From an optimization exercise on the open Yosys and OpenROAD flow, aimed at small area, a short achievable clock period and few clock cycles per item; shortcuts taken in it are not production practice.
No functional check of the RTL was part of any run shown here.
No activity file was given, so power comes from the tool's default toggle rates.

### flow/config.mk
export PLATFORM = sky130hd
export DESIGN_NAME = delayed_event_flag_table_unit
export DESIGN_NICKNAME = delayed_event_flag_table_unit
export VERILOG_FILES = /design/flow/design.v
export SDC_FILE = /design/flow/constraint.sdc
export NUM_CORES = 4
export LEC_CHECK = 0
export CAP_MARGIN = 20
export CORE_MARGIN = 2
export CORE_UTILIZATION = 40
export SLEW_MARGIN = 20
### flow/constraint.sdc
create_clock -name core_clock -period 7.0 [get_ports {i_clk}]
set_input_delay 1.4000 -clock core_clock [delete_from_list [all_inputs] [get_ports {i_clk}]]
set_output_delay 1.4000 -clock core_clock [all_outputs]
set_load 0.01 [all_outputs]
### flow/design.v
package defet_pkg;
    localparam int EVENT_COUNT = 256;
    localparam int EVT_IDX_W   = $clog2(EVENT_COUNT);
    localparam int ID_W        = 16;
    localparam int TIME_W      = 32;
    localparam int BND_W       = 9;
    localparam int CFG_IDX_W   = 2;
    localparam int CFG_DATA_W  = 32;
    typedef enum logic [1:0] {
        FUNC_SET   = 2'd0,
        FUNC_CLEAR = 2'd1,
        FUNC_DSET  = 2'd2,
        FUNC_GET   = 2'd3
    } t_func;
    typedef enum logic [CFG_IDX_W-1:0] {
        CFG_LONG_DELAY  = 2'd0,
        CFG_SHORT_DELAY = 2'd1,
        CFG_SHORT_START = 2'd2,
        CFG_NODLY_START = 2'd3
    } t_cfg_reg;
    typedef struct packed {
        logic [TIME_W-1:0] long_delay;
        logic [TIME_W-1:0] short_delay;
        logic [BND_W-1:0]  short_start;
        logic [BND_W-1:0]  nodly_start;
    } t_cfg;
    typedef struct packed {
        logic              valid;
        logic [1:0]        func;
        logic [ID_W-1:0]   id;
        logic [TIME_W-1:0] now;
    } t_op;
    typedef struct packed {
        logic delivered;
        logic in_range;
    } t_res;
    localparam logic [TIME_W-1:0] LONG_DELAY_RST  = TIME_W'(60000);
    localparam logic [TIME_W-1:0] SHORT_DELAY_RST = TIME_W'(10000);
    localparam logic [BND_W-1:0]  SHORT_START_RST = BND_W'(64);
    localparam logic [BND_W-1:0]  NODLY_START_RST = BND_W'(128);
endpackage
module defet_cfg_regs (
    input  logic                                i_clk,
    input  logic                                i_rst_n,
    input  logic                                i_cfg_we,
    input  logic [defet_pkg::CFG_IDX_W-1:0]     i_cfg_idx,
    input  logic [defet_pkg::CFG_DATA_W-1:0]    i_cfg_data,
    output defet_pkg::t_cfg                     o_cfg
);
    defet_pkg::t_cfg r_cfg;
    defet_pkg::t_cfg n_cfg;
    always_comb begin
        n_cfg = r_cfg;
        if (i_cfg_we) begin
            case (i_cfg_idx)
                defet_pkg::CFG_LONG_DELAY:  n_cfg.long_delay  = i_cfg_data[defet_pkg::TIME_W-1:0];
                defet_pkg::CFG_SHORT_DELAY: n_cfg.short_delay = i_cfg_data[defet_pkg::TIME_W-1:0];
                defet_pkg::CFG_SHORT_START: n_cfg.short_start = i_cfg_data[defet_pkg::BND_W-1:0];
                defet_pkg::CFG_NODLY_START: n_cfg.nodly_start = i_cfg_data[defet_pkg::BND_W-1:0];
                default:                    n_cfg = r_cfg;
            endcase
        end
    end
    always_ff @(posedge i_clk) begin
        if (!i_rst_n) begin
            r_cfg.long_delay  <= defet_pkg::LONG_DELAY_RST;
            r_cfg.short_delay <= defet_pkg::SHORT_DELAY_RST;
            r_cfg.short_start <= defet_pkg::SHORT_START_RST;
            r_cfg.nodly_start <= defet_pkg::NODLY_START_RST;
        end else begin
            r_cfg <= n_cfg;
        end
    end
    assign o_cfg = r_cfg;
endmodule
module defet_flag_table (
    input  logic        i_clk,
    input  logic [7:0]  i_idx,
    input  logic        i_en,
    input  logic        i_all,
    input  logic        i_set,
    input  logic        i_getn,
    input  logic        i_hset,
    input  logic        i_geto,
    output logic        o_fell
);
    logic [255:0] r_pending;
    logic [255:0] r_holdoff;
    logic [255:0] n_pending;
    logic [255:0] n_holdoff;
    logic [15:0]  hi;
    logic [15:0]  lo;
    always_comb begin
        for (int g = 0; g < 16; g++) begin
            hi[g] = (i_en && i_idx[7:4] == 4'(g)) || i_all;
            lo[g] = (i_idx[3:0] == 4'(g)) || i_all;
        end
    end
    always_comb begin
        for (int r = 0; r < 256; r++) begin
            if (hi[r / 16] && lo[r % 16]) begin
                n_pending[r] = i_set || (i_getn && r_pending[r] && r_holdoff[r]);
                n_holdoff[r] = i_hset || (r_holdoff[r] && !(i_geto && r_pending[r]));
            end else begin
                n_pending[r] = r_pending[r];
                n_holdoff[r] = r_holdoff[r];
            end
        end
    end
    always_ff @(posedge i_clk) begin
        r_pending <= n_pending;
        r_holdoff <= n_holdoff;
    end
    assign o_fell = |(r_pending & ~n_pending);
endmodule
import defet_pkg::*;
module delayed_event_flag_table_unit (
    input  logic                              i_clk,
    input  logic                              i_rst_n,
    input  logic                              i_cfg_we,
    input  logic [defet_pkg::CFG_IDX_W-1:0]   i_cfg_idx,
    input  logic [defet_pkg::CFG_DATA_W-1:0]  i_cfg_data,
    input  logic                              i_in_valid,
    output logic                              o_in_stall,
    input  logic [1:0]                        i_func,
    input  logic [defet_pkg::ID_W-1:0]        i_event_id,
    input  logic [defet_pkg::TIME_W-1:0]      i_now_time,
    output logic                              o_out_valid,
    input  logic                              i_out_stall,
    output logic                              o_delivered,
    output logic                              o_in_range
);
    localparam int QD  = 8;        
    localparam int CAP = QD + 1;   
    defet_pkg::t_cfg cfg;
    defet_cfg_regs u_cfg (
        .i_clk      (i_clk),
        .i_rst_n    (i_rst_n),
        .i_cfg_we   (i_cfg_we),
        .i_cfg_idx  (i_cfg_idx),
        .i_cfg_data (i_cfg_data),
        .o_cfg      (cfg)
    );
    logic       r_stall;
    logic [3:0] r_owed;
    logic       r_ov;
    logic       acc;
    logic       take;
    logic [3:0] n_owed;
    assign acc    = i_in_valid && !r_stall;
    assign take   = r_ov && !i_out_stall;
    assign n_owed = r_owed + 4'(acc) - 4'(take);
    always_ff @(posedge i_clk) begin
        if (!i_rst_n) begin
            r_owed  <= '0;
            r_stall <= 1'b0;
        end else begin
            r_owed  <= n_owed;
            r_stall <= (n_owed >= 4'(CAP));
        end
    end
    logic              s0_v;
    logic [1:0]        s0_func;
    logic [7:0]        s0_id;
    logic              s0_inr;
    logic [TIME_W-1:0] s0_now;
    logic [TIME_W-1:0] r_stamp;
    always_ff @(posedge i_clk) begin
        s0_v    <= i_rst_n && acc;
        s0_func <= i_func;
        s0_id   <= i_event_id[7:0];
        s0_inr  <= (i_event_id[15:8] == 8'd0);
        s0_now  <= i_now_time;
    end
    always_ff @(posedge i_clk) begin
        if (!i_rst_n) begin
            r_stamp <= '0;
        end else if (s0_v && s0_inr && s0_func == FUNC_DSET) begin
            r_stamp <= s0_now;
        end
    end
    logic              s1_v;
    logic [1:0]        s1_func;
    logic [7:0]        s1_id;
    logic              s1_inr;
    logic              s1_bs;
    logic              s1_bn;
    logic [TIME_W-1:0] s1_el;
    always_ff @(posedge i_clk) begin
        s1_v    <= i_rst_n && s0_v;
        s1_func <= s0_func;
        s1_id   <= s0_id;
        s1_inr  <= s0_inr;
        s1_bs   <= ({1'b0, s0_id} < cfg.short_start);
        s1_bn   <= ({1'b0, s0_id} < cfg.nodly_start);
        s1_el   <= s0_now - r_stamp;
    end
    logic       ok;
    logic       hit;
    logic       r_rst;
    logic       s2_v;
    logic       s2_inr;
    logic       s2_get;
    logic [7:0] s2_id;
    logic       s2_en;
    logic       s2_all;
    logic       s2_set;
    logic       s2_getn;
    logic       s2_hset;
    logic       s2_geto;
    always_comb begin
        if (s1_bs)      ok = (s1_el > cfg.long_delay);
        else if (s1_bn) ok = (s1_el > cfg.short_delay);
        else            ok = 1'b1;
    end
    assign hit = s1_v && s1_inr;
    always_ff @(posedge i_clk) begin
        r_rst   <= !i_rst_n;
        s2_v    <= i_rst_n && s1_v;
        s2_inr  <= s1_inr;
        s2_get  <= hit && s1_func == FUNC_GET;
        s2_id   <= s1_id;
        if (!i_rst_n) begin
            s2_en   <= 1'b0;
            s2_all  <= 1'b1;
            s2_set  <= 1'b1;
            s2_getn <= 1'b0;
            s2_hset <= 1'b0;
            s2_geto <= 1'b0;
        end else if (r_rst) begin
            s2_en   <= 1'b0;
            s2_all  <= 1'b1;
            s2_set  <= 1'b0;
            s2_getn <= 1'b0;
            s2_hset <= 1'b0;
            s2_geto <= 1'b1;
        end else begin
            s2_en   <= hit;
            s2_all  <= 1'b0;
            s2_set  <= s1_func == FUNC_SET || s1_func == FUNC_DSET;
            s2_getn <= s1_func == FUNC_GET && !ok;
            s2_hset <= s1_func == FUNC_DSET && s1_bn;
            s2_geto <= s1_func == FUNC_GET && ok;
        end
    end
    logic fell;
    defet_flag_table u_table (
        .i_clk  (i_clk),
        .i_idx  (s2_id),
        .i_en   (s2_en),
        .i_all  (s2_all),
        .i_set  (s2_set),
        .i_getn (s2_getn),
        .i_hset (s2_hset),
        .i_geto (s2_geto),
        .o_fell (fell)
    );
    logic s3_v;
    logic s3_del;
    logic s3_inr;
    always_ff @(posedge i_clk) begin
        s3_v   <= i_rst_n && s2_v;
        s3_del <= s2_get && fell;
        s3_inr <= s2_inr;
    end
    logic [1:0] q_mem [QD];
    logic [3:0] q_wr;
    logic [3:0] q_rd;
    logic       q_empty;
    logic       r_del;
    logic       r_inr;
    assign q_empty = (q_wr == q_rd);
    always_ff @(posedge i_clk) begin
        if (s3_v) begin
            q_mem[q_wr[2:0]] <= {s3_del, s3_inr};
        end
        if (!r_ov || !i_out_stall) begin
            {r_del, r_inr} <= q_mem[q_rd[2:0]];
        end
    end
    always_ff @(posedge i_clk) begin
        if (!i_rst_n) begin
            q_wr <= '0;
            q_rd <= '0;
            r_ov <= 1'b0;
        end else begin
            if (s3_v) begin
                q_wr <= q_wr + 4'd1;
            end
            if (!r_ov || !i_out_stall) begin
                r_ov <= !q_empty;
                if (!q_empty) begin
                    q_rd <= q_rd + 4'd1;
                end
            end
        end
    end
    assign o_in_stall  = r_stall;
    assign o_out_valid = r_ov;
    assign o_delivered = r_del;
    assign o_in_range  = r_inr;
endmodule
### flow/run.sh
#!/bin/bash
# synth_recipe.tcl (not shown) runs the flow's synth.tcl, then flattens the netlist and writes it again
# the make line also repeats each setting of config.mk as NAME=value (left out here)
make -C /OpenROAD-flow-scripts/flow DESIGN_CONFIG=/design/flow/config.mk WORK_HOME=/design/flow/orfs CLKGATE_MAP_FILE= SYNTH_SCRIPT=/design/flow/synth_recipe.tcl finish
==> results of run 1 <==
==> cell type report <==
class / count / area, um2 / area share, %
clock buffer: 122 / 2440 / 6.04
clock inverter: 30 / 343 / 0.849
inverter: 127 / 478 / 1.18
multi-input combinational: 2808 / 16100 / 39.8
sequential: 769 / 18200 / 45.0
tap: 1165 / 1460 / 3.61
timing repair buffer: 156 / 1450 / 3.59
==> through the flow <==
stage	setup WS (ns)	utilization, %	hold WS [ns]
detailed placement	3.04	42.6	0.322
finish	2.93	45.8	0.330
global placement	3.05	42.6	0.312
floorplan	4.13	-	0.310
global route	2.89	45.8	0.339
CTS	3.03	45.8	0.335
==> sequential cells by signal, indices dropped and copies added, names as in the netlist, 2 cells and up <==
register,flops
s0_func,2
s0_id,8
s1_func,2
s1_el,32
q_wr,4
s1_id,8
q_rd,4
u_table.r_pending,256
r_stamp,32
s0_now,32
r_owed,4
u_table.r_holdoff,256
s2_id,8
q_mem,16
u_cfg.r_cfg,82
==> per-layer routing <==
metal / global-route usage (%) / vias to the layer above
li1: - / 13900
met1: 31.3 / 14100
met2: 37.9 / 1086
met3: 3.74 / 185
met4: 7.46 / 4
met5: 0 / -
==> synth_stat cells (15+ instances only) <==
cell type  count
buf_2         15
xor2_1        16
a31oi_1       36
o211ai_1      22
edfxtp_1     274
nand3_1      163
and3_1        37
o21ai_0       25
a21o_1       307
ha_1         115
nand2_1     1039
xnor2_1       22
inv_1        127
nand4_1       84
nor2_1       322
dfxtp_1      495
clkbuf_1     185
buf_1         28
a22o_1       256
a21oi_1      173
==> worst paths after layout <==
kind / cells after the start / to / slack [ns] / from
max: 10 / s3_del / 2.93 / s2_id[1]
min: 0 / s3_inr / 0.33 / s2_inr
max reg2reg: 10 / s3_del / 2.93 / s2_id[1]
min reg2reg: 0 / s3_inr / 0.33 / s2_inr
==> logic make-up (layout without fill, tap and decap cells) <==
| kind of cell | Yosys count | in the layout | share of synthesized area [%] |
|---|---|---|---|
| AND/OR/NAND/NOR | 1730 | 1730 | 20.4 |
| AO/OA/AOI/OAI | 915 | 915 | 19.1 |
| flip-flops | 769 | 769 | 51.0 |
| buffers and inverters | 362 | 435 | 3.99 |
| adder cells (fa/ha/maj) | 117 | 117 | 4.16 |
| XOR/XNOR | 38 | 38 | 0.937 |
| multiplexers | 8 | 8 | 0.373 |
==> power by group through the flow <==
stage / sequential, mW / combinational (mW) / clock (mW)
floorplan: 5.53 / 1.16 / 0
global placement: 5.67 / 1.57 / 0
detailed placement: 5.67 / 1.60 / 0
CTS: 5.58 / 1.61 / 4.60
global route: 5.65 / 1.78 / 4.78
finish: 5.59 / 1.62 / 4.52
==> key figures, run 1 <==
Pwr
  – Internal power: 8.60 mW
  – Worst VDD drop: 0.197 mV
  – Sequential share of power: 47.7%
  – P_sw: around 3.1 mW
  – P_leak: around 17 nW
  – Logic pwr share: 13.8%
  – Total power per unit cell area: about 290 nW/um2
  – Sw frac: 26.7%
  – Clock network power share: 38.5%
  – Pwr Total: 11.7 mW

Synth
  – Main area contributors after synthesis: dfxtp_1, edfxtp_1, nand2_1
  – Biggest area consumer among synthesized cells: dfxtp_1
  – Post-synthesis async set-or-reset flop share: 0%
  – Sequential fraction of the synthesis area: 51.0%
  – Prevailing post-synth register cell: dfxtp_1
  – Synthesized cell area: 35500 um2
  – Register bit total from synthesis: 769
  – Yosys warnings: 3
  – Synth unique cells: 67
  – Syn nets: 4145
  – Synth Instances: 3939
  – EDFF count, synth: 274
  – Synth top area share: 27.9%
  – Avg Inst Size Synth: 9.02 um2

Floorplan
  – Site Rows: 109
  – Core area: between 80000 and 90000 um2
  – Die height: 302 um
  – Die W: around 300 um
  – Full die area: 91200 um2
  – Ports: between 90 and 100
  – Starting Density: 40.3%

Routing
  – Via/cell ratio: around 5.7
  – Vias: a little under 30000
  – Residual DRC: 0
  – Top Metal Used: met5
  – M1 wire length: 46000 um
  – Met3 WL post-DR: just under 8000 um
  – DRT Wirelength: 107000 um
  – WL per Instance: 20.7 um
  – Iter 0 DRT Violations: 3001
  – Initial DRT Pass Iterations: 6
  – Met2 wire len: 49900 um
  – Remaining antenna violation count after routing: 0

Finish
  – Commonest non-fill, non-tap cells in the layout: nand2_1, dfxtp_1, nor2_1, a21o_1, edfxtp_1
  – Area Overhead vs Synth: 13.7%
  – ANT cells: 0
  – Ratio of cells with drive above 1 in the final layout: approximately 6.2%
  – Design area: 40400 um2
  – Commonest non-fill, non-tap cell in the layout: nand2_1
  – Number of nets in the layout: 4152
  – Final non-filler cell total: approximately 5200
  – Fillers: 8383

Worst setup path
  – Startpoint types: flop
  – Cell type group with the largest total delay on the critical path: simple AND/OR/NAND/NOR gates
  – Slowest stage delay, CP: approximately 0.82 ns
  – Kind of critical path: flop to flop
  – CP max-delay cell: nor4_1
  – Setup crit end kind: flop
  – Critical Path AT: 4.59 ns
  – Worst path bufs/invs: 1
  – Req. time, crit path: 7.52 ns
  – CP Max Fanout: 17
  – CP Cell Sequence: nor2_2 -> a21oi_2 -> nor2_1 -> buf_4 -> nand3_1 -> nand3_1 -> o31a_1 -> nor4_1 -> nand4_1 -> o31a_1

Timing
  – Setup TNS: 0 ns
  – Minimum clock period after layout: 4.07 ns
  – Slew Limit Fails: 0
  – Setup violators final: 0
  – Least-Margin Pin Slew: around 1.2 ns
  – Slew headroom: 18.3%
  – RSZ-0062 raised after global routing: false
  – Final number of hold-violating endpoints: 0
  – Fmax: 245 MHz
  – Clk_skew: 0.0301 ns
  – Tcrit/Tclk final: 58.2%

Clock network
  – Clk slew on worst S/H paths: 0.06 ns
  – Maximum clock path buffer count: 3
  – Clock Latency Late Sink: roughly 0.64 ns
  – Clock Sinks: 769
  – CTS tree: done
  – # Post-CTS Setup Buffers: 0
  – Hold-fix buffers, CTS: 0
  – Clock buffer count from CTS: 84
  – CTS H-tree lvls: 3
  – CTS resizes: 0
  – Clk root buf: clkbuf_16

Global routing
  – First-pass GRT wire length: 164000 um
  – Antenna violations before repair: 4
  – All-layer global routing usage: between 20% and 30%
  – Largest net degree at the start of global routing: about 180
  – Remaining global-route overflow: 0
  – Number of global-route vias before repair: 27500

Placement
  – Post-DP Area: 37600 um2
  – Gpl congestion: 0.834
  – DP Cell Count: approximately 5000
  – DP HPWL: 69200 um
  – Port-buffer cells: 92

Run status
  – Outcome: complete, no violations

Worst hold path
  – HP Class: flop to flop

Job
  – Max cap viols: 0
==> inputs of run 2 (changes only) <==
--- a/flow/design.v
+++ b/flow/design.v
@@ -77,10 +77,10 @@
     input  logic        i_clk,
-    input  logic [7:0]  i_idx,
-    input  logic        i_en,
-    input  logic        i_all,
-    input  logic        i_set,
-    input  logic        i_getn,
-    input  logic        i_hset,
-    input  logic        i_geto,
-    output logic        o_fell
+    input  logic [7:0]  i_rd_idx,
+    output logic        o_rd_pending,
+    output logic        o_rd_holdoff,
+    input  logic [7:0]  i_wr_idx,
+    input  logic        i_wr_en,
+    input  logic        i_wr_all,
+    input  logic        i_wr_pending,
+    input  logic        i_wr_holdoff
 );
@@ -88,4 +88,2 @@
     logic [255:0] r_holdoff;
-    logic [255:0] n_pending;
-    logic [255:0] n_holdoff;
     logic [15:0]  hi;
@@ -94,14 +92,11 @@
         for (int g = 0; g < 16; g++) begin
-            hi[g] = (i_en && i_idx[7:4] == 4'(g)) || i_all;
-            lo[g] = (i_idx[3:0] == 4'(g)) || i_all;
+            hi[g] = (i_wr_en && i_wr_idx[7:4] == 4'(g)) || i_wr_all;
+            lo[g] = (i_wr_idx[3:0] == 4'(g)) || i_wr_all;
         end
     end
-    always_comb begin
+    always_ff @(posedge i_clk) begin
         for (int r = 0; r < 256; r++) begin
             if (hi[r / 16] && lo[r % 16]) begin
-                n_pending[r] = i_set || (i_getn && r_pending[r] && r_holdoff[r]);
-                n_holdoff[r] = i_hset || (r_holdoff[r] && !(i_geto && r_pending[r]));
-            end else begin
-                n_pending[r] = r_pending[r];
-                n_holdoff[r] = r_holdoff[r];
+                r_pending[r] <= i_wr_pending;
+                r_holdoff[r] <= i_wr_holdoff;
             end
@@ -109,7 +104,4 @@
     end
-    always_ff @(posedge i_clk) begin
-        r_pending <= n_pending;
-        r_holdoff <= n_holdoff;
-    end
-    assign o_fell = |(r_pending & ~n_pending);
+    assign o_rd_pending = r_pending[i_rd_idx];
+    assign o_rd_holdoff = r_holdoff[i_rd_idx];
 endmodule
@@ -198,14 +190,17 @@
     logic       ok;
-    logic       hit;
-    logic       r_rst;
+    logic       tb_p;
+    logic       tb_h;
     logic       s2_v;
-    logic       s2_inr;
-    logic       s2_get;
+    logic       s2_hit;
+    logic       s2_clr;
+    logic [1:0] s2_func;
     logic [7:0] s2_id;
-    logic       s2_en;
-    logic       s2_all;
-    logic       s2_set;
-    logic       s2_getn;
-    logic       s2_hset;
-    logic       s2_geto;
+    logic       s2_inr;
+    logic       s2_bn;
+    logic       s2_ok;
+    logic       s2_p;
+    logic       s2_h;
+    logic       ready;
+    logic       wr_p;
+    logic       wr_h;
     always_comb begin
@@ -215,44 +210,53 @@
     end
-    assign hit = s1_v && s1_inr;
+    assign ready = s2_p && (!s2_h || s2_ok);
+    always_comb begin
+        wr_p = s2_p;
+        wr_h = s2_h;
+        case (s2_func)
+            FUNC_SET:   wr_p = 1'b1;
+            FUNC_CLEAR: wr_p = 1'b0;
+            FUNC_DSET: begin
+                wr_p = 1'b1;
+                wr_h = s2_h || s2_bn;
+            end
+            default: begin
+                if (ready) begin
+                    wr_p = 1'b0;
+                    wr_h = 1'b0;
+                end
+            end
+        endcase
+        if (s2_clr) begin
+            wr_p = 1'b0;
+            wr_h = 1'b0;
+        end
+    end
+    defet_flag_table u_table (
+        .i_clk        (i_clk),
+        .i_rd_idx     (s1_id),
+        .o_rd_pending (tb_p),
+        .o_rd_holdoff (tb_h),
+        .i_wr_idx     (s2_id),
+        .i_wr_en      (s2_hit),
+        .i_wr_all     (s2_clr),
+        .i_wr_pending (wr_p),
+        .i_wr_holdoff (wr_h)
+    );
     always_ff @(posedge i_clk) begin
-        r_rst   <= !i_rst_n;
         s2_v    <= i_rst_n && s1_v;
-        s2_inr  <= s1_inr;
-        s2_get  <= hit && s1_func == FUNC_GET;
+        s2_hit  <= i_rst_n && s1_v && s1_inr;
+        s2_clr  <= !i_rst_n;
+        s2_func <= s1_func;
         s2_id   <= s1_id;
-        if (!i_rst_n) begin
-            s2_en   <= 1'b0;
-            s2_all  <= 1'b1;
-            s2_set  <= 1'b1;
-            s2_getn <= 1'b0;
-            s2_hset <= 1'b0;
-            s2_geto <= 1'b0;
-        end else if (r_rst) begin
-            s2_en   <= 1'b0;
-            s2_all  <= 1'b1;
-            s2_set  <= 1'b0;
-            s2_getn <= 1'b0;
-            s2_hset <= 1'b0;
-            s2_geto <= 1'b1;
+        s2_inr  <= s1_inr;
+        s2_bn   <= s1_bn;
+        s2_ok   <= ok;
+        if ((s2_hit || s2_clr) && s1_id == s2_id) begin
+            s2_p <= wr_p;
+            s2_h <= wr_h;
         end else begin
-            s2_en   <= hit;
-            s2_all  <= 1'b0;
-            s2_set  <= s1_func == FUNC_SET || s1_func == FUNC_DSET;
-            s2_getn <= s1_func == FUNC_GET && !ok;
-            s2_hset <= s1_func == FUNC_DSET && s1_bn;
-            s2_geto <= s1_func == FUNC_GET && ok;
+            s2_p <= tb_p;
+            s2_h <= tb_h;
         end
     end
-    logic fell;
-    defet_flag_table u_table (
-        .i_clk  (i_clk),
-        .i_idx  (s2_id),
-        .i_en   (s2_en),
-        .i_all  (s2_all),
-        .i_set  (s2_set),
-        .i_getn (s2_getn),
-        .i_hset (s2_hset),
-        .i_geto (s2_geto),
-        .o_fell (fell)
-    );
     logic s3_v;
@@ -262,3 +266,3 @@
         s3_v   <= i_rst_n && s2_v;
-        s3_del <= s2_get && fell;
+        s3_del <= s2_hit && s2_func == FUNC_GET && ready;
         s3_inr <= s2_inr;
==> run 2 against run 1 <==
  * Synthesized area shrank 9.9%
  * First-iteration DRC count down 55%
  * Register-to-register slack improved by 0.32 ns
  * Final area shrank 8.4%
  * Core utilization rose by 0.98 points
  * Still clean
  * Sequential share of layout area up 11 points
  * Via count decreased by 35%
  * Final cell count is 30% lower
  * Clock power down 4%
  * Fmax increased by 8.6%
==> key figures, run 2 <==
Pwr
  – Worst VDD drop: 0.171 mV (was 0.197 mV)
  – Pwr Total: 10.7 mW (was 11.7 mW)
  – P_leak: 13.0 nW (was 17.2 nW)
  – Total power per unit cell area: 289 nW/um2 (was 290 nW/um2)

Synth
  – EDFF count, synth: 530 (was 274)
  – Most common cell in the netlist: edfxtp_1 (was nand2_1)
  – Synthesized cell area: 32000 um2 (was 35500 um2)
  – Synth top area share: 49.7% (was 27.9%)
  – Register bit total from synthesis: 769 (unchanged)
  – Sequential fraction of the synthesis area: 64.6% (was 51.0%)
  – Post-synthesis async set-or-reset flop share: 0% (unchanged)
  – Biggest area consumer among synthesized cells: edfxtp_1 (was dfxtp_1)
  – Synth Instances: 2395 (was 3939)
  – Synth unique cells: 60 (was 67)
  – Syn nets: 2601 (was 4145)
  – Avg Inst Size Synth: 13.4 um2 (was 9.02 um2)
  – Yosys warnings: 3 (unchanged)
  – Main area contributors after synthesis: edfxtp_1, dfxtp_1, mux4_2 (was dfxtp_1, edfxtp_1, nand2_1)
  – Prevailing post-synth register cell: edfxtp_1 (was dfxtp_1)
  – Synth top cells by count: edfxtp_1, nor2_1, nand2_1 (was nand2_1, dfxtp_1, nor2_1)

Worst setup path
  – CP Cell Sequence: buf_12 -> mux4_2 -> a22o_1 -> a221oi_1 -> o21ai_0 -> mux4_2 -> mux2_2 -> mux2_2 (was nor2_2 -> a21oi_2 -> nor2_1 -> buf_4 -> nand3_1 -> nand3_1 -> o31a_1 -> nor4_1 -> nand4_1 -> o31a_1)
  – Critical Path AT: 4.26 ns (was 4.59 ns)
  – CP max-delay cell: dfxtp_4 (was nor4_1)
  – Cell type group with the largest total delay on the critical path: multiplexers (was simple AND/OR/NAND/NOR gates)
  – Reg2reg path depth: 8 (was 10)
  – CP Max Fanout: 66 (was 17)
  – R2r endpoint: s2_p (was s3_del)
  – Kind of critical path: flop to flop (unchanged)
  – Slowest stage delay, CP: 0.97 ns (was 0.82 ns)
  – Req. time, crit path: 7.51 ns (was 7.52 ns)
  – Setup crit end kind: flop (unchanged)
  – Worst path bufs/invs: 1 (unchanged)
  – Startpoint types: flop (unchanged)
  – Reg-to-reg critical path startpoint: s1_id[1] (was s2_id[1])
  – R2r setup slk: 3.25 ns (was 2.93 ns)

Clock network
  – Clk slew on worst S/H paths: 0.06 ns (about the same)
  – Clock Sinks: 769 (unchanged)
  – Clk root buf: clkbuf_16 (unchanged)
  – # Post-CTS Setup Buffers: 0 (unchanged)
  – CTS H-tree lvls: 3 (unchanged)
  – Clock buffer count from CTS: 79 (was 84)
  – Clock Latency Late Sink: 0.61 ns (was 0.64 ns)
  – CTS tree: done (unchanged)
  – Hold-fix buffers, CTS: 0 (unchanged)
  – Maximum clock path buffer count: 3 (unchanged)
  – CTS resizes: 0 (unchanged)

Worst hold path
  – Worst Hold Endpoint: s2_func[1] (was s3_inr)
  – HP Class: flop to flop (unchanged)
  – Worst Hold Path Cells: 0 (unchanged)
  – Hold path startpoint: s1_func[1] (was s2_inr)

Routing
  – Via/cell ratio: 5.31 (was 5.65)
  – Residual DRC: 0 (unchanged)
  – Remaining antenna violation count after routing: 0 (unchanged)
  – WL per Instance: 19.7 um (was 20.7 um)
  – Initial DRT Pass Iterations: 5 (was 6)
  – Iter 0 DRT Violations: 1349 (was 3001)
  – Vias: 19100 (was 29300)
  – DRT Wirelength: 71200 um (was 107000 um)

Floorplan
  – Ports: 93 (unchanged)
  – Die height: 287 um (was 302 um)
  – Site Rows: 103 (was 109)
  – Core area: 79100 um2 (was 88200 um2)
  – Die W: 287 um (was 302 um)
  – Full die area: 82300 um2 (was 91200 um2)
  – Starting Density: 40.5% (was 40.3%)

Timing
  – Clk_skew: 0.0256 ns (was 0.0301 ns)
  – Fmax: 267 MHz (was 245 MHz)
  – Slew Limit Fails: 0 (unchanged)
  – Final number of hold-violating endpoints: 0 (unchanged)
  – RSZ-0062 raised after global routing: false (unchanged)
  – Setup TNS: 0 ns (unchanged)
  – Setup violators final: 0 (unchanged)
  – Slew headroom: 25.7% (was 18.3%)
  – Tcrit/Tclk final: 53.6% (was 58.2%)
  – Minimum clock period after layout: 3.75 ns (was 4.07 ns)
  – Least-Margin Pin Slew: 1.11 ns (was 1.19 ns)

Finish
  – Biggest regs: u_table.r_holdoff: 256 flops, u_table.r_pending: 256 flops, u_cfg.r_cfg: 82 flops (unchanged)
  – Commonest non-fill, non-tap cell in the layout: edfxtp_1 (was nand2_1)
  – Ratio of cells with drive above 1 in the final layout: 13.4% (was 6.23%)
  – Final non-filler cell total: 3606 (was 5177)
  – Number of nets in the layout: 2698 (was 4152)
  – Fillers: 7031 (was 8383)
  – Commonest non-fill, non-tap cells in the layout: edfxtp_1, nor2_1, nand2_1, dfxtp_1, a21oi_1 (was nand2_1, dfxtp_1, nor2_1, a21o_1, edfxtp_1)
  – Area Overhead vs Synth: 15.5% (was 13.7%)
  – ANT cells: 0 (unchanged)

Global routing
  – Largest net degree at the start of global routing: 258 (was 178)
  – Met3 Usage GRT: 2.92% (was 3.74%)
  – Remaining global-route overflow: 0 (unchanged)
  – All-layer global routing usage: 17.4% (was 23.1%)
  – Number of global-route vias before repair: 19900 (was 27500)
  – First-pass GRT wire length: 111000 um (was 164000 um)
  – Met2 Usage GRT: 29.8% (was 37.9%)
  – GR peak layer: met2 (unchanged)
  – Antenna violations before repair: 1 (was 4)
  – M1 GR Usage: 22.5% (was 31.3%)

Placement
  – DP HPWL: 45300 um (was 69200 um)
  – Gpl congestion: 0.802 (was 0.834)
  – DP Cell Count: 3460 (was 5025)
  – Port-buffer cells: 92 (unchanged)

Job
  – Max cap viols: 0 (unchanged)

Run status
  – Outcome: complete, no violations (unchanged)
-- run 2: cell count changes after synthesis, sizes merged, moves of 70 or more --
cell,change
nand2,-785
a21o,-274
dfxtp,-256
edfxtp,+256
a22o,-216
nand3,-151
mux4,+132
clkbuf,-70
-- run 2: logic make-up (layout without fill, tap and decap cells) --
kind of cell | after synthesis | in the layout | synth area share (%)
xor+xnor | 47 | 47 | 1.29
fa+ha+maj | 117 | 117 | 4.62
buf+inv | 258 | 419 | 3.22
compound gates | 379 | 379 | 7.46
flops | 769 | 769 | 64.6
mux | 146 | 146 | 9.91
simple gates | 679 | 679 | 8.87
-- run 2: worst register-to-register path: stages, from the launching register on --
cell      delay (ns)
dfxtp_4         0.97
buf_12          0.47
mux4_2          0.41
a22o_1          0.26
a221oi_1        0.29
o21ai_0         0.22
mux4_2          0.50
mux2_2          0.27
mux2_2          0.25
-- run 2: worst max path at each step --
stage	start	endpoint	slack (ns)	cells past startpoint
global route	s1_id[1]	s2_p	3.03	8
CTS	s1_id[0]	s2_h	3.21	8
finish	s1_id[1]	s2_p	3.25	8
detailed placement	i_rst_n	r_stall	2.81	5
floorplan	s2_clr	u_table.r_pending[0]	1.51	3
global placement	i_rst_n	r_stall	2.86	5
-- run 2: report_power, final --
| part | total [mW] | switching (mW) | internal, mW |
|---|---|---|---|
| Sequential | 5.36 | 0.138 | 5.22 |
| Clock | 4.32 | 1.73 | 2.59 |
| Combinational | 1.02 | 0.579 | 0.444 |
-- run 2: per-layer routing --
layer	vias up	share of wire, %
met4	2	2.6
met3	113	5.4
li1	8960	-
met5	-	0.018
met2	491	50
met1	9580	42
-- run 2: through the flow --
step / cell area [um2] / util, % / setup WS [ns] / hold slack (ns)
floorplan: 32000 / - / 1.51 / 0.310
global placement: 34200 / 43.3 / 2.86 / 0.315
detailed placement: 34200 / 43.3 / 2.81 / 0.313
CTS: 37000 / 46.7 / 3.21 / 0.329
global route: 37000 / 46.7 / 3.03 / 0.336
finish: 37000 / 46.7 / 3.25 / 0.329
-- run 2: final cells by class --
class / count / area (um2) / area share (%)
flip-flops and latches: 769 / 20700 / 56.0
multi-input cells: 1368 / 10400 / 28.0
clock buffers: 103 / 2230 / 6.04
repair buffers: 147 / 1410 / 3.81
well taps: 1050 / 1310 / 3.55
inverters: 127 / 478 / 1.29
clock inverters: 42 / 474 / 1.28
==> inputs of run 3 (changes only) <==
--- a/flow/config.mk
+++ b/flow/config.mk
@@ -10,2 +10,3 @@
 export CORE_UTILIZATION = 40
+export SETUP_SLACK_MARGIN = 4.4
 export SLEW_MARGIN = 20
==> run 3 against run 2 <==
  * Die area stayed put
  * Worst setup slack gained 0.70 ns
  * First-iteration DRC count grew 13%
  * Combinational power up 14%
  * Synthesized cell count is the same
  * Clock skew rose by 0.0017 ns
  * Count of clock-buffer cells in the layout is 1 lower
  * Via count is 2.4% higher
  * Non-clock buffer count increased by 55
  * Largest power group unchanged
  * Highest routed layer unchanged
==> key figures, run 3 <==
Run status
  – Outcome: complete, no violations (unchanged)

Timing
  – Clk_skew: 0.0273 ns (was 0.0256 ns)
  – Least-Margin Pin Slew: 1.15 ns (was 1.11 ns)
  – Tcrit/Tclk final: 43.6% (was 53.6%)
  – Final number of hold-violating endpoints: 0 (unchanged)
  – Fmax: 328 MHz (was 267 MHz)
  – Setup violators final: 0 (unchanged)
  – Setup TNS: 0 ns (unchanged)
  – Slew Limit Fails: 0 (unchanged)
  – Slew headroom: 23.1% (was 25.7%)
  – Final WS setup: 3.95 ns (was 3.25 ns)
  – Minimum clock period after layout: 3.05 ns (was 3.75 ns)
  – RSZ-0062 raised after global routing: true (was false)

Worst setup path
  – Cell type group with the largest total delay on the critical path: multiplexers (unchanged)
  – Reg2reg path depth: 9 (was 8)
  – Worst path bufs/invs: 2 (was 1)
  – Critical Path Start: s1_id[0] (was s1_id[1])
  – Reg-to-reg critical path startpoint: s1_id[0] (was s1_id[1])
  – R2r setup slk: 3.95 ns (was 3.25 ns)
  – Slowest stage delay, CP: 0.53 ns (was 0.97 ns)
  – Kind of critical path: flop to flop (unchanged)
  – CP Max Fanout: 18 (was 66)
  – Setup crit end kind: flop (unchanged)
  – Startpoint types: flop (unchanged)
  – Critical Path AT: 3.56 ns (was 4.26 ns)
  – CP Cell Sequence: buf_12 -> buf_16 -> mux4_2 -> a22o_1 -> a221oi_2 -> o21ai_1 -> mux4_2 -> mux2_2 -> mux2_2 (was buf_12 -> mux4_2 -> a22o_1 -> a221oi_1 -> o21ai_0 -> mux4_2 -> mux2_2 -> mux2_2)
  – R2r endpoint: s2_p (unchanged)
  – CP max-delay cell: mux4_2 (was dfxtp_4)
  – Req. time, crit path: 7.51 ns (about the same)

Synth
  – Avg Inst Size Synth: 13.4 um2 (unchanged)
  – Synth top cells by count: edfxtp_1, nor2_1, nand2_1 (unchanged)
  – Yosys warnings: 3 (unchanged)
  – Synth Instances: 2395 (unchanged)
  – Prevailing post-synth register cell: edfxtp_1 (unchanged)
  – Synthesized cell area: 32000 um2 (unchanged)
  – Syn nets: 2601 (unchanged)
  – Synth top area share: 49.7% (unchanged)
  – Sequential fraction of the synthesis area: 64.6% (unchanged)
  – Main area contributors after synthesis: edfxtp_1, dfxtp_1, mux4_2 (unchanged)
  – Register bit total from synthesis: 769 (unchanged)
  – EDFF count, synth: 530 (unchanged)
  – Biggest area consumer among synthesized cells: edfxtp_1 (unchanged)
  – Synth unique cells: 60 (unchanged)
  – Most common cell in the netlist: edfxtp_1 (unchanged)
  – Post-synthesis async set-or-reset flop share: 0% (unchanged)

Placement
  – Port-buffer cells: 92 (unchanged)
  – DP HPWL: 46600 um (was 45300 um)
  – DP Cell Count: 3459 (was 3460)
  – Setup WS pre-CTS: 2.92 ns (was 2.81 ns)
  – Gpl congestion: 0.856 (was 0.802)

Floorplan
  – Full die area: 82300 um2 (unchanged)
  – Starting Density: 40.5% (unchanged)
  – Ports: 93 (unchanged)
  – Site Rows: 103 (unchanged)
  – Core area: 79100 um2 (unchanged)
  – Die W: 287 um (unchanged)
  – Die height: 287 um (unchanged)

Clock network
  – Maximum clock path buffer count: 3 (unchanged)
  – Clk slew on worst S/H paths: 0.06 ns (about the same)
  – Clk root buf: clkbuf_16 (unchanged)
  – Clock Sinks: 769 (unchanged)
  – CTS H-tree lvls: 3 (unchanged)
  – Clock Latency Late Sink: 0.63 ns (was 0.61 ns)
  – CTS tree: done (unchanged)
  – Clock buffer count from CTS: 80 (was 79)
  – Hold-fix buffers, CTS: 0 (unchanged)

Global routing
  – Largest net degree at the start of global routing: 109 (was 258)
  – Number of global-route vias before repair: 20000 (was 19900)
  – First-pass GRT wire length: 115000 um (was 111000 um)
  – Remaining global-route overflow: 0 (unchanged)
  – Antenna violations before repair: 7 (was 1)
  – All-layer global routing usage: 18.2% (was 17.4%)

Routing
  – Via/cell ratio: 5.35 (was 5.31)
  – WL per Instance: 20.4 um (was 19.7 um)
  – Vias: 19600 (was 19100)
  – Remaining antenna violation count after routing: 0 (unchanged)
  – M1 wire length: 30400 um (was 29800 um)
  – Initial DRT Pass Iterations: 5 (unchanged)
  – Residual DRC: 0 (unchanged)
  – Met2 wire len: 37700 um (was 35700 um)
  – Met3 WL post-DR: 4430 um (was 3820 um)
  – DRT Wirelength: 74800 um (was 71200 um)
  – Iter 0 DRT Violations: 1520 (was 1349)
  – Top Metal Used: met5 (unchanged)

Finish
  – Number of nets in the layout: 2754 (was 2698)
  – Commonest non-fill, non-tap cell in the layout: edfxtp_1 (unchanged)
  – Final non-filler cell total: 3663 (was 3606)
  – Biggest regs: u_table.r_holdoff: 256 flops, u_table.r_pending: 256 flops, u_cfg.r_cfg: 82 flops (unchanged)
  – Ratio of cells with drive above 1 in the final layout: 18.4% (was 13.4%)
  – Commonest non-fill, non-tap cells in the layout: edfxtp_1, nor2_1, nand2_1, dfxtp_1, a21oi_1 (unchanged)
  – Area Overhead vs Synth: 18.9% (was 15.5%)
  – Fillers: 6815 (was 7031)

Pwr
  – P_leak: 13.5 nW (was 13.0 nW)
  – Sw frac: 23.3% (was 22.9%)
  – Total power per unit cell area: 282 nW/um2 (was 289 nW/um2)
  – P_sw: 2.49 mW (was 2.45 mW)
  – Clock network power share: 39.3% (was 40.4%)
  – Worst VDD drop: 0.167 mV (was 0.171 mV)
  – Sequential share of power: 49.9% (was 50.1%)
  – Logic pwr share: 10.8% (was 9.6%)
  – Internal power: 8.23 mW (was 8.26 mW)

Worst hold path
  – Worst Hold Endpoint: s3_inr (was s2_func[1])
  – Hold path startpoint: s2_inr (was s1_func[1])
  – Worst Hold Path Cells: 0 (unchanged)
  – HP Class: flop to flop (unchanged)

Job
  – Max cap viols: 0 (unchanged)
## run 3: cell types whose count changed in the layout (fill, tap and decap cells not counted), sizes merged, moves of 6 or more
| cell | before | now |
|---|---|---|
| buf | 55 | 114 |
| clkdlybuf4s50 | 92 | 85 |
| clkinvlp | 7 | 1 |
| clkinv | 25 | 33 |
## run 3: power by group through the flow
stage               clock network (mW)  logic (mW)  registers, mW
finish                            4.22        1.16           5.36
detailed placement                   0        1.04           5.46
CTS                               4.31        1.14           5.36
global route                      4.48        1.26           5.38
global placement                     0        1.01           5.45
floorplan                            0       0.727           5.39
## run 3: layout make-up
cell class              instances  area, um2  area share [%]
inverters                     127        482            1.26
diodes                          1       2.50         0.00657
well taps                    1050       1310            3.45
clock buffers                 102       2180            5.72
flip-flops and latches        769      20700            54.4
multi-input cells            1368      10900            28.5
clock inverters                44        430            1.13
repair buffers                202       2100            5.53
## run 3: cell families after synthesis
family	share of synthesized area [%]
muxes	9.91
and+or+nand+nor	8.87
AOI/OAI and AO/OA	7.46
DFF	64.6
buffers and inverters	3.22
adders and majority gates	4.62
xor gates and xnor gates	1.29
## run 3: through the flow
stage,hold WS (ns),power [mW],utilization [%],instance area [um2]
after floorplan,0.310,6.12,-,32100
after global placement,0.333,6.45,43.3,34300
after detailed placement,0.336,6.50,43.4,34300
after CTS,0.349,10.8,47.8,37800
after global routing,0.352,11.1,48.1,38100
final,0.353,10.7,48.1,38100
## run 3: how the worst max path moves through the flow
| stage | cells after the start | endpoint | slack [ns] |
|---|---|---|---|
| 6_report | 9 | s2_p | 3.95 |
| 2_1_floorplan | 3 | u_table.r_holdoff[0] | 2.23 |
| 4_1_cts | 10 | s2_h | 3.95 |
| 3_3_place_gp | 4 | r_stamp[29] | 2.99 |
| 5_1_grt | 10 | s2_h | 3.90 |
| 3_5_place_dp | 4 | u_cfg.r_cfg[70] | 2.92 |
## run 3: layer usage
layer | global-route usage, % | up-vias
met5 | 0 | -
met4 | 6.09 | 12
met3 | 3.18 | 150
met2 | 31.6 | 629
met1 | 22.9 | 9701
li1 | - | 9106
## run 3: timing repair
action | CTS | global route
setup endpoints to repair | 342 | 202
pin swaps | 31 | 28
gates cloned | 8 | 0
buffers inserted | 35 | 13
resized for setup | 107 | 39
## run 3: worst register-to-register path: stages, from the launching register on
cell and delay [ns]:
dfxtp_4 0.38, buf_12 0.13, buf_16 0.17, mux4_2 0.56, a22o_1 0.27, a221oi_2 0.21, o21ai_1 0.17, mux4_2 0.52
mux2_2 0.28, mux2_2 0.26

-- port drivers added, routing unchanged --
No port has a modelled driver above. Below, the same layouts with a new extraction and two added sets of constraints. Step 1 (the two cells are an assumption about what drives the block):
set clk [get_ports {i_clk}]
set_driving_cell -lib_cell sky130_fd_sc_hd__clkbuf_16 $clk
set_driving_cell -lib_cell sky130_fd_sc_hd__buf_2 [delete_from_list [all_inputs] $clk]
Step 2 adds t to the input delays and takes it off the output delays; t is the mean of the earliest and latest rising clock arrival at the registers after step 1. Input paths then give back, and output paths get back, about the clock's delay inside the block. Slacks: ideal ports / drivers / drivers and shift; pairs: ideal ports / drivers.
run | shift t [ns] | setup slack, ns | latest minus earliest clock arrival (ns) | pins driven straight from the clock port
run 1 | 0.693 | 2.925 / 2.925 / 2.925 | 0.030 / 0.030 | 1
run 2 | 0.671 | 3.248 / 3.248 / 2.993 | 0.032 / 0.033 | 1
run 3 | 0.682 | 3.948 / 3.948 / 3.798 | 0.027 / 0.028 | 1
After both steps setup and hold are still met in every run listed. The setup slack of run 2, which loses most, moves by 0.000 ns with the drivers and by -0.255 ns with both steps.
